This is an optimization exercise on Yosys and OpenROAD, whose aim is a short achievable clock period and few clock cycles per item, not a production implementation.
The RTL was checked by simulation tests, not by an equivalence proof against the original design.
Power is estimated from default activity; no workload was simulated.

== north ==
==> flow/design.v <==
`timescale 1ns / 1ps
package wrg_pkg;
  localparam int POOL_DEPTH = 16;
  localparam int ADDR_W     = $clog2(POOL_DEPTH);
  localparam int WORD_W     = 32;
  localparam int CHUNK_W    = 4;
  localparam int CHUNKS     = WORD_W / CHUNK_W;
  typedef logic [ADDR_W-1:0]  addr_t;
  typedef logic [WORD_W-1:0]  word_t;
  typedef logic [CHUNK_W-1:0] chunk_t;
  typedef logic [CHUNKS-1:1]  carry_t;
  localparam word_t SEED_RESET  = 32'd1;
  localparam word_t TEMPER_MASK = 32'hDA44_2D24;
  function automatic logic [CHUNK_W:0] add_chunk(chunk_t a, chunk_t b, logic ci);
    chunk_t g, p, gn, pn, c;
    g = a & b;
    p = a ^ b;
    g[0] = g[0] | (p[0] & ci);
    for (int d = 1; d < CHUNK_W; d = d * 2) begin
      gn = g;
      pn = p;
      for (int i = d; i < CHUNK_W; i++) begin
        gn[i] = g[i] | (p[i] & g[i-d]);
        pn[i] = p[i] & p[i-d];
      end
      g = gn;
      p = pn;
    end
    c = {g[CHUNK_W-2:0], ci};
    add_chunk = {g[CHUNK_W-1], (a ^ b) ^ c};
  endfunction
  function automatic logic [WORD_W+CHUNKS-2:0] add_split(word_t a, word_t b, logic ci);
    word_t  s;
    carry_t cy;
    logic [CHUNK_W:0] r;
    for (int j = 0; j < CHUNKS; j++) begin
      r = add_chunk(a[j*CHUNK_W +: CHUNK_W], b[j*CHUNK_W +: CHUNK_W], (j == 0) ? ci : 1'b0);
      s[j*CHUNK_W +: CHUNK_W] = r[CHUNK_W-1:0];
      if (j < CHUNKS - 1) cy[j+1] = r[CHUNK_W];
    end
    add_split = {cy, s};
  endfunction
  function automatic carry_t carry_ahead(word_t x, carry_t cy);
    carry_t g, p, gn, pn;
    g = cy;
    p[1] = 1'b0;
    for (int j = 2; j < CHUNKS; j++) p[j] = &x[(j-1)*CHUNK_W +: CHUNK_W];
    for (int d = 1; d < CHUNKS - 1; d = d * 2) begin
      gn = g;
      pn = p;
      for (int j = 1 + d; j < CHUNKS; j++) begin
        gn[j] = g[j] | (p[j] & g[j-d]);
        pn[j] = p[j] & p[j-d];
      end
      g = gn;
      p = pn;
    end
    carry_ahead = g;
  endfunction
  function automatic word_t carry_in(word_t x, carry_t cin);
    chunk_t xc;
    word_t  s;
    s[CHUNK_W-1:0] = x[CHUNK_W-1:0];
    for (int j = 1; j < CHUNKS; j++) begin
      xc = x[j*CHUNK_W +: CHUNK_W];
      s[j*CHUNK_W] = xc[0] ^ cin[j];
      for (int i = 1; i < CHUNK_W; i++) begin
        s[j*CHUNK_W + i] = xc[i] ^ (cin[j] & (&(xc | ~chunk_t'((1 << i) - 1))));
      end
    end
    carry_in = s;
  endfunction
endpackage
`timescale 1ns / 1ps
module wrg_pool (
  input  logic            clk,
  input  logic            rst,
  input  logic            seed_we,
  input  wrg_pkg::word_t  seed_wdata,
  input  logic            draw,        
  output logic            busy,        
  output wrg_pkg::word_t  word         
);
  localparam int N = wrg_pkg::POOL_DEPTH;
  wrg_pkg::word_t sd_in, sd, s11_s, s11_c, s13_s, s13_c;
  logic           ld1, ld2, ld3;
  assign sd_in = rst ? wrg_pkg::SEED_RESET : seed_wdata;
  assign busy  = ld1 || ld2;
  always_ff @(posedge clk) begin
    ld1   <= rst || seed_we;
    ld2   <= ld1;
    ld3   <= ld2;
    sd    <= sd_in;
    s11_s <= sd_in ^ (sd_in << 1) ^ (sd_in << 3);
    s11_c <= ((sd_in & (sd_in << 1)) | (sd_in & (sd_in << 3)) |
              ((sd_in << 1) & (sd_in << 3))) << 1;
    s13_s <= sd_in ^ (sd_in << 2) ^ (sd_in << 3);
    s13_c <= ((sd_in & (sd_in << 2)) | (sd_in & (sd_in << 3)) |
              ((sd_in << 2) & (sd_in << 3))) << 1;
  end
  wrg_pkg::word_t op_a [1:N-1];
  wrg_pkg::word_t op_b [1:N-1];
  logic           op_c [1:N-1];
  always_comb begin
    for (int k = 1; k < N; k++) begin
      op_b[k] = '0;
      op_c[k] = 1'b0;
    end
    op_a[1]  = sd;
    op_a[2]  = sd << 1;
    op_a[3]  = sd;        op_b[3]  = sd << 1;
    op_a[4]  = sd << 2;
    op_a[5]  = sd;        op_b[5]  = sd << 2;
    op_a[6]  = sd << 1;   op_b[6]  = sd << 2;
    op_a[7]  = sd << 3;   op_b[7]  = ~sd;          op_c[7]  = 1'b1;
    op_a[8]  = sd << 3;
    op_a[9]  = sd;        op_b[9]  = sd << 3;
    op_a[10] = sd << 1;   op_b[10] = sd << 3;
    op_a[11] = s11_s;     op_b[11] = s11_c;
    op_a[12] = sd << 2;   op_b[12] = sd << 3;
    op_a[13] = s13_s;     op_b[13] = s13_c;
    op_a[14] = sd << 4;   op_b[14] = ~(sd << 1);   op_c[14] = 1'b1;
    op_a[15] = sd << 4;   op_b[15] = ~sd;          op_c[15] = 1'b1;
  end
  wrg_pkg::word_t sr [1:N-1];
  wrg_pkg::carry_t cy [1:N-1];
  wrg_pkg::word_t cur;
  function automatic logic [2*wrg_pkg::WORD_W-1:0] pool_terms(wrg_pkg::word_t far,
                                                               wrg_pkg::word_t mid,
                                                               wrg_pkg::word_t prev);
    wrg_pkg::word_t f, c, r, q;
    f = far ^ (far << 15);
    c = mid ^ (mid >> 11);
    r = f ^ c;
    q = prev ^ (prev << 2) ^ c ^ (c << 28) ^ ((r << 5) & wrg_pkg::TEMPER_MASK) ^ (f << 18);
    pool_terms = {q, r};
  endfunction
  wrg_pkg::word_t q, r, a, a_new, w;
  assign a     = cur;
  assign a_new = a ^ (a << 16) ^ r;
  assign w     = q ^ ((a << 5) & wrg_pkg::TEMPER_MASK) ^ ((a << 21) & wrg_pkg::TEMPER_MASK) ^
                 (a << 18);
  assign word  = w;
  always_ff @(posedge clk) begin
    if (draw) begin
      {q, r} <= pool_terms(sr[12], sr[8], sr[14]);
    end else begin
      {q, r} <= pool_terms(sr[13], sr[9], sr[15]);
    end
  end
  always_ff @(posedge clk) begin
    if (ld1) begin
      cur <= '0;
      for (int k = 1; k < N; k++) {cy[k], sr[k]} <= wrg_pkg::add_split(op_a[k], op_b[k], op_c[k]);
    end else if (ld2) begin
      for (int k = 1; k < N; k++) cy[k] <= wrg_pkg::carry_ahead(sr[k], cy[k]);
    end else if (ld3) begin
      for (int k = 1; k < N; k++) sr[k] <= wrg_pkg::carry_in(sr[k], cy[k]);
    end else if (draw) begin
      cur   <= w;
      sr[1] <= a_new;
      for (int k = 2; k < N; k++) sr[k] <= sr[k-1];
    end
  end
endmodule
`timescale 1ns / 1ps
module wrg_core (
  input  logic              clk,
  input  logic              rst,
  input  logic              clear,       
  input  logic              busy,        
  input  logic              req_valid,
  input  logic              req_draw,
  output logic              in_ready,
  output logic              draw,        
  input  wrg_pkg::word_t    word,        
  output logic              out_valid,
  input  logic              out_ready,
  output wrg_pkg::word_t    out_word
);
  localparam int DEPTH = 3;
  wrg_pkg::word_t   e [0:DEPTH-1];
  logic [DEPTH-1:0] v;
  logic             ready_q;
  logic             draw_q;
  logic             pop, acc;
  logic [DEPTH-1:0] v_push, v_next;
  logic [DEPTH:0]   occ;        
  assign pop = v[0] && out_ready;
  assign acc = req_valid && ready_q && req_draw && !clear && !rst;
  assign v_push = draw_q ? {v[DEPTH-2:0], 1'b1} : v;
  assign v_next = pop ? {1'b0, v_push[DEPTH-1:1]} : v_push;
  assign occ    = {v_push, 1'b1};
  always_ff @(posedge clk) begin
    if (rst || clear) begin
      v       <= '0;
      draw_q  <= 1'b0;
      ready_q <= 1'b0;
    end else begin
      v       <= v_next;
      draw_q  <= acc;
      case ({acc, pop})
        2'b10:   ready_q <= !busy && !occ[DEPTH-1];
        2'b01:   ready_q <= !busy;
        default: ready_q <= !busy && !occ[DEPTH];
      endcase
    end
  end
  for (genvar i = 0; i < DEPTH; i++) begin : g_e
    wrg_pkg::word_t nxt;
    if (i < DEPTH - 1) begin : g_mid
      assign nxt = v[i+1] ? e[i+1] : word;
    end else begin : g_last
      assign nxt = word;
    end
    always_ff @(posedge clk) begin
      if (pop || !v[i]) e[i] <= nxt;
    end
  end
  assign in_ready  = ready_q;
  assign draw      = draw_q;
  assign out_valid = v[0];
  assign out_word  = e[0];
endmodule
`timescale 1ns / 1ps
module well512_random_generator_unit (
  input  logic        clk,
  input  logic        rst,
  input  logic        s_axis_tvalid,
  output logic        s_axis_tready,
  input  logic [7:0]  s_axis_tdata,    
  output logic        m_axis_tvalid,
  input  logic        m_axis_tready,
  output logic [31:0] m_axis_tdata,    
  input  logic        seed_we,
  input  logic [31:0] seed_wdata
);
  logic           draw;
  logic           busy;
  wrg_pkg::word_t word;
  wrg_pool u_pool (
    .clk        (clk),
    .rst        (rst),
    .seed_we    (seed_we),
    .seed_wdata (seed_wdata),
    .draw       (draw),
    .busy       (busy),
    .word       (word)
  );
  wrg_core u_core (
    .clk       (clk),
    .rst       (rst),
    .clear     (seed_we),
    .busy      (busy),
    .req_valid (s_axis_tvalid),
    .req_draw  (s_axis_tdata[0]),
    .in_ready  (s_axis_tready),
    .draw      (draw),
    .word      (word),
    .out_valid (m_axis_tvalid),
    .out_ready (m_axis_tready),
    .out_word  (m_axis_tdata)
  );
endmodule
Settings: LEC_CHECK=0, CAP_MARGIN=20, CORE_MARGIN=2, CORE_UTILIZATION=70, SETUP_SLACK_MARGIN=3.3, SLEW_MARGIN=20, TNS_END_PERCENT=100; clock period 5.2 ns.
run.sh (not shown) runs the stock make flow with config.mk's settings and CLKGATE_MAP_FILE= SYNTH_SCRIPT=/design/flow/synth_recipe.tcl, a recipe that flattens the netlist after the stock synthesis.
north: no failed stages, no open violations at the end
Testbench counts of north, summed over its fixed seeds: cycles 16,576, items 16,384.
Input-level comparison between south and north:
Settings: CORE_UTILIZATION now 55, was 70.
==> comparison <==
Every stage of the flow completed for south, and the final layout passed the timing, DRC and antenna checks. | power of the sequential group | south vs north | ≈ equal |. Compared with north, in south utilization saw a decrease, cell area saw an increase, worst hold slack climbed 13 ps. The global-route met2 utilization reported for south is smaller than that of north by 13 points. south: detailed-route wire length is 900 µm lower than what north reported. Compared with north, south improves count of vias placed by the detailed router.

[separate check: timing with driven ports]
The flow's constraints put no driver on any port. The routed layouts listed below were extracted and timed again, unchanged, in two steps. Step 1, drivers: a clkbuf_16 drives clk and a buf_2 each remaining input, both assumed. Step 2 moves the port delays by t, midway between the first and last clock arrival at a register: inputs arrive t later, outputs are due t later. That takes back most of the time a late clock gives input paths. Three values: ideal ports, drivers, drivers and shift; two values: the first two.
run | shift t [ns] | setup WS [ns] | worst hold slack (ns) | worst data-port slew with drivers (ns) | cell pins on the clock port's net
north | 0.735 | 2.971 / 2.899 / 2.621 | 0.468 / 0.468 / 0.468 | 0.07 | 1
south | 0.756 | 2.965 / 2.893 / 2.588 | 0.481 / 0.481 / 0.481 | 0.07 | 1
After both steps setup and hold are still met in every run listed. The setup slack of south, which loses most, moves by -0.072 ns with the drivers and by -0.377 ns with both steps.
